Background: an optimization exercise with open tools, aiming at small area, a short achievable clock period and few clock cycles per item. Do not read the settings as production practice. In this exercise RTL edits were held to simulation tests only and were not proved equivalent to the original. Power is estimated from default activity; no workload was simulated.

== run 1 ==
## cpu_top
module cpu_top
(
   input  wire         CLK,
   input  wire         rst,
   input  wire         in_valid,
   input  wire  [15:0] in_instr,
   output logic        credit_return,
   output logic        result_valid,
   output logic [3:0]  result_reg,
   output logic [15:0] result
);
Size in the first run: about 2000 cells after synthesis, roughly 320 flip-flops, roughly 41 I/O pins, about 0.017 mm2 of cells after synthesis.
Settings: LEC_CHECK=0, ABC_AREA=1, CAP_MARGIN=20, CORE_MARGIN=2, CORE_UTILIZATION=55, CTS_BUF_LIST=sky130_fd_sc_hd__clkbuf_8, SETUP_SLACK_MARGIN=2.0, SLEW_MARGIN=20, TNS_END_PERCENT=100; clock period 4.0 ns.
standard.sh (not shown) runs the stock make flow with config.mk's settings and CLKGATE_MAP_FILE= SYNTH_SCRIPT=/design/flow/synth_recipe.tcl, a recipe that flattens the netlist after the stock synthesis.
==> flow/flow/run.sh <==
#!/bin/bash
# Standard layout, but with a smaller setup margin for the repair after
# global routing: the margin set in config.mk drives synthesis-to-CTS repair,
# GRT_SETUP_MARGIN drives the post-global-route repair.
set -euo pipefail
GRT_SETUP_MARGIN=$(cat flow/grt_margin.txt)
bash standard.sh synth floorplan place cts > stage1_to_cts.log 2>&1
sed -E "s/SETUP_SLACK_MARGIN=[0-9.]+/SETUP_SLACK_MARGIN=${GRT_SETUP_MARGIN}/" standard.sh > standard_grt.sh
bash standard_grt.sh finish > stage2_grt_to_finish.log 2>&1
==> flow/flow/grt_margin.txt <==
1.95
Both conditions hold for run 1: the flow ran to the end and the final layout passed the timing, DRC and antenna checks.
Testbench counts of run 1, summed over its fixed seeds: cycles 24,016, items 24,000.
diff inputs: run 1 => run 2
==> flow/flow/grt_margin.txt <==
1.5
Findings:
- Summary of run 2 over run 1: effective utilization at floorplan was more or less identical, non-clock buffer count in the final layout fell by 35, detailed-route wire length per cell went down 0.31 um, global-route total usage across every layer about even, number of antenna violations at the first check in global routing went down 1.
- The count of TritonRoute iterations in the first routing pass number comes out higher for run 1 vs run 2.
- Relative to run 1, via count decreased by 1.8% in run 2.
- Looking at worst setup skew after layout, run 2 sits below run 1.
- Run 2 -> run 1: maximum root-to-sink buffer count delta 0, exact match
- Run 2 vs. run 1: number of buffers inserted to repair setup after CTS comparable, critical path depth now smaller.
#### Input delta (run 3 over run 2)
# run 2
export LEC_CHECK = 0
export ABC_AREA = 1
export CAP_MARGIN = 20
export CORE_MARGIN = 2
export CORE_UTILIZATION = 55
export CTS_BUF_LIST = sky130_fd_sc_hd__clkbuf_8
export SETUP_SLACK_MARGIN = 2.0
export SLEW_MARGIN = 20
export TNS_END_PERCENT = 100
create_clock -name core_clock -period 4.0 [get_ports {CLK}]
# run 3
export LEC_CHECK = 0
export ABC_AREA = 1
export CAP_MARGIN = 20
export CORE_MARGIN = 2
export CORE_UTILIZATION = 50
export CTS_BUF_LIST = sky130_fd_sc_hd__clkbuf_8
export SETUP_SLACK_MARGIN = 2.0
export SLEW_MARGIN = 20
export TNS_END_PERCENT = 100
create_clock -name core_clock -period 4.0 [get_ports {CLK}]
==> flow/run.sh (new file) <==
#!/bin/bash
# synth_recipe.tcl (not shown) runs the flow's synth.tcl, then flattens the netlist and writes it again
# the make line also repeats each setting of config.mk as NAME=value (left out here)
make -C /OpenROAD-flow-scripts/flow DESIGN_CONFIG=/design/flow/config.mk WORK_HOME=/design/flow/orfs CLKGATE_MAP_FILE= SYNTH_SCRIPT=/design/flow/synth_recipe.tcl finish
removed: flow/flow/run.sh
removed: flow/flow/grt_margin.txt
removed: flow/standard.sh
Per the comparison of run 3 with run 2, sequential share of layout area has decreased, final critical-path required period now sits lower.
Area: run 3 vs run 2 -> run 3 larger
Status: power consumed by sequential cells parity (run 2, run 3)
Highest-delay cell along the critical path = sky130_fd_sc_hd__nor2_2: run 3; highest-delay cell along the critical path = sky130_fd_sc_hd__nor2_1: run 2
Comparing run 2 and run 3, portion of the clock cycle consumed by the worst path in the final layout is higher on run 2.
Sort run 2 and run 3 by total power, descending, and run 3 comes first.
Delta (run 3 minus run 2): proportion of power drawn by combinational gates up 2.5 points, first-pass GRT wire length up 3.1%, global-route usage down 1.9 points.
Run 3 completed every stage of the flow, and the final layout passed the timing, DRC and antenna checks.
diff inputs: run 3 => run 4
# run 3
export LEC_CHECK = 0
export ABC_AREA = 1
export CAP_MARGIN = 20
export CORE_MARGIN = 2
export CORE_UTILIZATION = 50
export CTS_BUF_LIST = sky130_fd_sc_hd__clkbuf_8
export SETUP_SLACK_MARGIN = 2.0
export SLEW_MARGIN = 20
export TNS_END_PERCENT = 100
create_clock -name core_clock -period 4.0 [get_ports {CLK}]
# run 4
export LEC_CHECK = 0
export ABC_AREA = 1
export CAP_MARGIN = 20
export CORE_MARGIN = 2
export CORE_UTILIZATION = 55
export CTS_BUF_LIST = sky130_fd_sc_hd__clkbuf_8
export SETUP_SLACK_MARGIN = 2.0
export SLEW_MARGIN = 20
export TNS_END_PERCENT = 100
create_clock -name core_clock -period 4.0 [get_ports {CLK}]
==> flow/flow/run.sh (new file) <==
#!/bin/bash
# Standard layout, but with a smaller setup margin for the repair after
# global routing: the margin set in config.mk drives synthesis-to-CTS repair,
# GRT_SETUP_MARGIN drives the post-global-route repair.
set -euo pipefail
GRT_SETUP_MARGIN=$(cat flow/grt_margin.txt)
bash standard.sh synth floorplan place cts > stage1_to_cts.log 2>&1
sed -E "s/SETUP_SLACK_MARGIN=[0-9.]+/SETUP_SLACK_MARGIN=${GRT_SETUP_MARGIN}/" standard.sh > standard_grt.sh
bash standard_grt.sh finish > stage2_grt_to_finish.log 2>&1
==> flow/flow/grt_margin.txt (new file) <==
0
==> flow/standard.sh (new file) <==
#!/bin/bash
# synth_recipe.tcl (not shown) runs the flow's synth.tcl, then flattens the netlist and writes it again
# the make line also repeats each setting of config.mk as NAME=value (left out here)
make -C /OpenROAD-flow-scripts/flow DESIGN_CONFIG=/design/flow/config.mk WORK_HOME=/design/flow/orfs CLKGATE_MAP_FILE= SYNTH_SCRIPT=/design/flow/synth_recipe.tcl "${@:-finish}"
removed: flow/run.sh
==> summary.txt <==
Every run (run 3 and run 4) finished clean.
Slowest cell on the critical path: sky130_fd_sc_hd__nor2_1 -> run 4, sky130_fd_sc_hd__nor2_2 -> run 3
Taking run 3 as the reference, in run 4 routed wire length moved down, count of instances resized after the clock tree is built moved down.
The run showing the greater source-to-sink clock delay at the later pin of the worst-skew pair is run 3.
Compared with run 3, in run 4 worst hold slack across all endpoints saw a decrease, depth of the worst register-to-register path moved down, switching share of power has decreased, largest incremental delay on the critical path increased 210 ps, final area shrank by 0.0016 mm2.
Across both runs, overall die width was lower for run 4 than for run 3.
Compared with run 3, run 4 shows a lower post-placement setup slack.
Across both runs, sequential share of layout area was higher for run 4 than for run 3.
Run comparison: run 3 top layer used by detailed routing met4; run 4 top layer used by detailed routing met5
> inputs changed (run 4 -> run 5)
# run 4
export LEC_CHECK = 0
export ABC_AREA = 1
export CAP_MARGIN = 20
export CORE_MARGIN = 2
export CORE_UTILIZATION = 55
export CTS_BUF_LIST = sky130_fd_sc_hd__clkbuf_8
export SETUP_SLACK_MARGIN = 2.0
export SLEW_MARGIN = 20
export TNS_END_PERCENT = 100
create_clock -name core_clock -period 4.0 [get_ports {CLK}]
# run 5
export LEC_CHECK = 0
export ABC_AREA = 1
export CAP_MARGIN = 20
export CORE_MARGIN = 2
export CORE_UTILIZATION = 55
export SETUP_SLACK_MARGIN = 2.0
export SLEW_MARGIN = 20
export TNS_END_PERCENT = 100
create_clock -name core_clock -period 4.0 [get_ports {CLK}]
==> flow/run.sh (new file) <==
#!/bin/bash
# synth_recipe.tcl (not shown) runs the flow's synth.tcl, then flattens the netlist and writes it again
# the make line also repeats each setting of config.mk as NAME=value (left out here)
make -C /OpenROAD-flow-scripts/flow DESIGN_CONFIG=/design/flow/config.mk WORK_HOME=/design/flow/orfs CLKGATE_MAP_FILE= SYNTH_SCRIPT=/design/flow/synth_recipe.tcl finish
removed: flow/flow/run.sh
removed: flow/flow/grt_margin.txt
removed: flow/standard.sh
[summary]
Run 5 reached the final stage; the timing, DRC and antenna checks on its layout passed.
Run 4: flow completed, timing, DRC and antenna clean
Compared with run 4, in run 5 fmax higher, total power draw +0.47 mW.
Relative to run 4, setup slack has increased by 130 ps in run 5.

port drivers added, routing unchanged:
How much do the figures lean on ideal ports? The routed layouts below were timed once more, with nothing changed but the port constraints. Step 1, drivers: a clkbuf_16 drives CLK and a buf_2 each remaining input, both assumed. Step 2 moves the port delays by t, midway between the first and last clock arrival at a register: inputs arrive t later, outputs are due t later. That takes back most of the time a late clock gives input paths. Slacks: no drivers / after step 1 / after step 2; pairs: no drivers / after step 1.
run	t, ns	slack for setup (ns)	slew at the worst register clock pin (ns)
run 1	0.653	1.938 / 1.938 / 1.324	0.07 / 0.07
run 2	0.648	1.786 / 1.816 / 1.168	0.07 / 0.07
run 3	0.711	1.916 / 1.922 / 1.234	0.07 / 0.07
run 4	0.648	1.786 / 1.816 / 1.168	0.07 / 0.07
run 5	0.576	1.915 / 1.905 / 1.378	0.07 / 0.07
After both steps setup and hold are still met in every run listed. For run 3, which loses most, drivers alone change the setup slack by +0.006 ns; drivers and shift together by -0.682 ns.
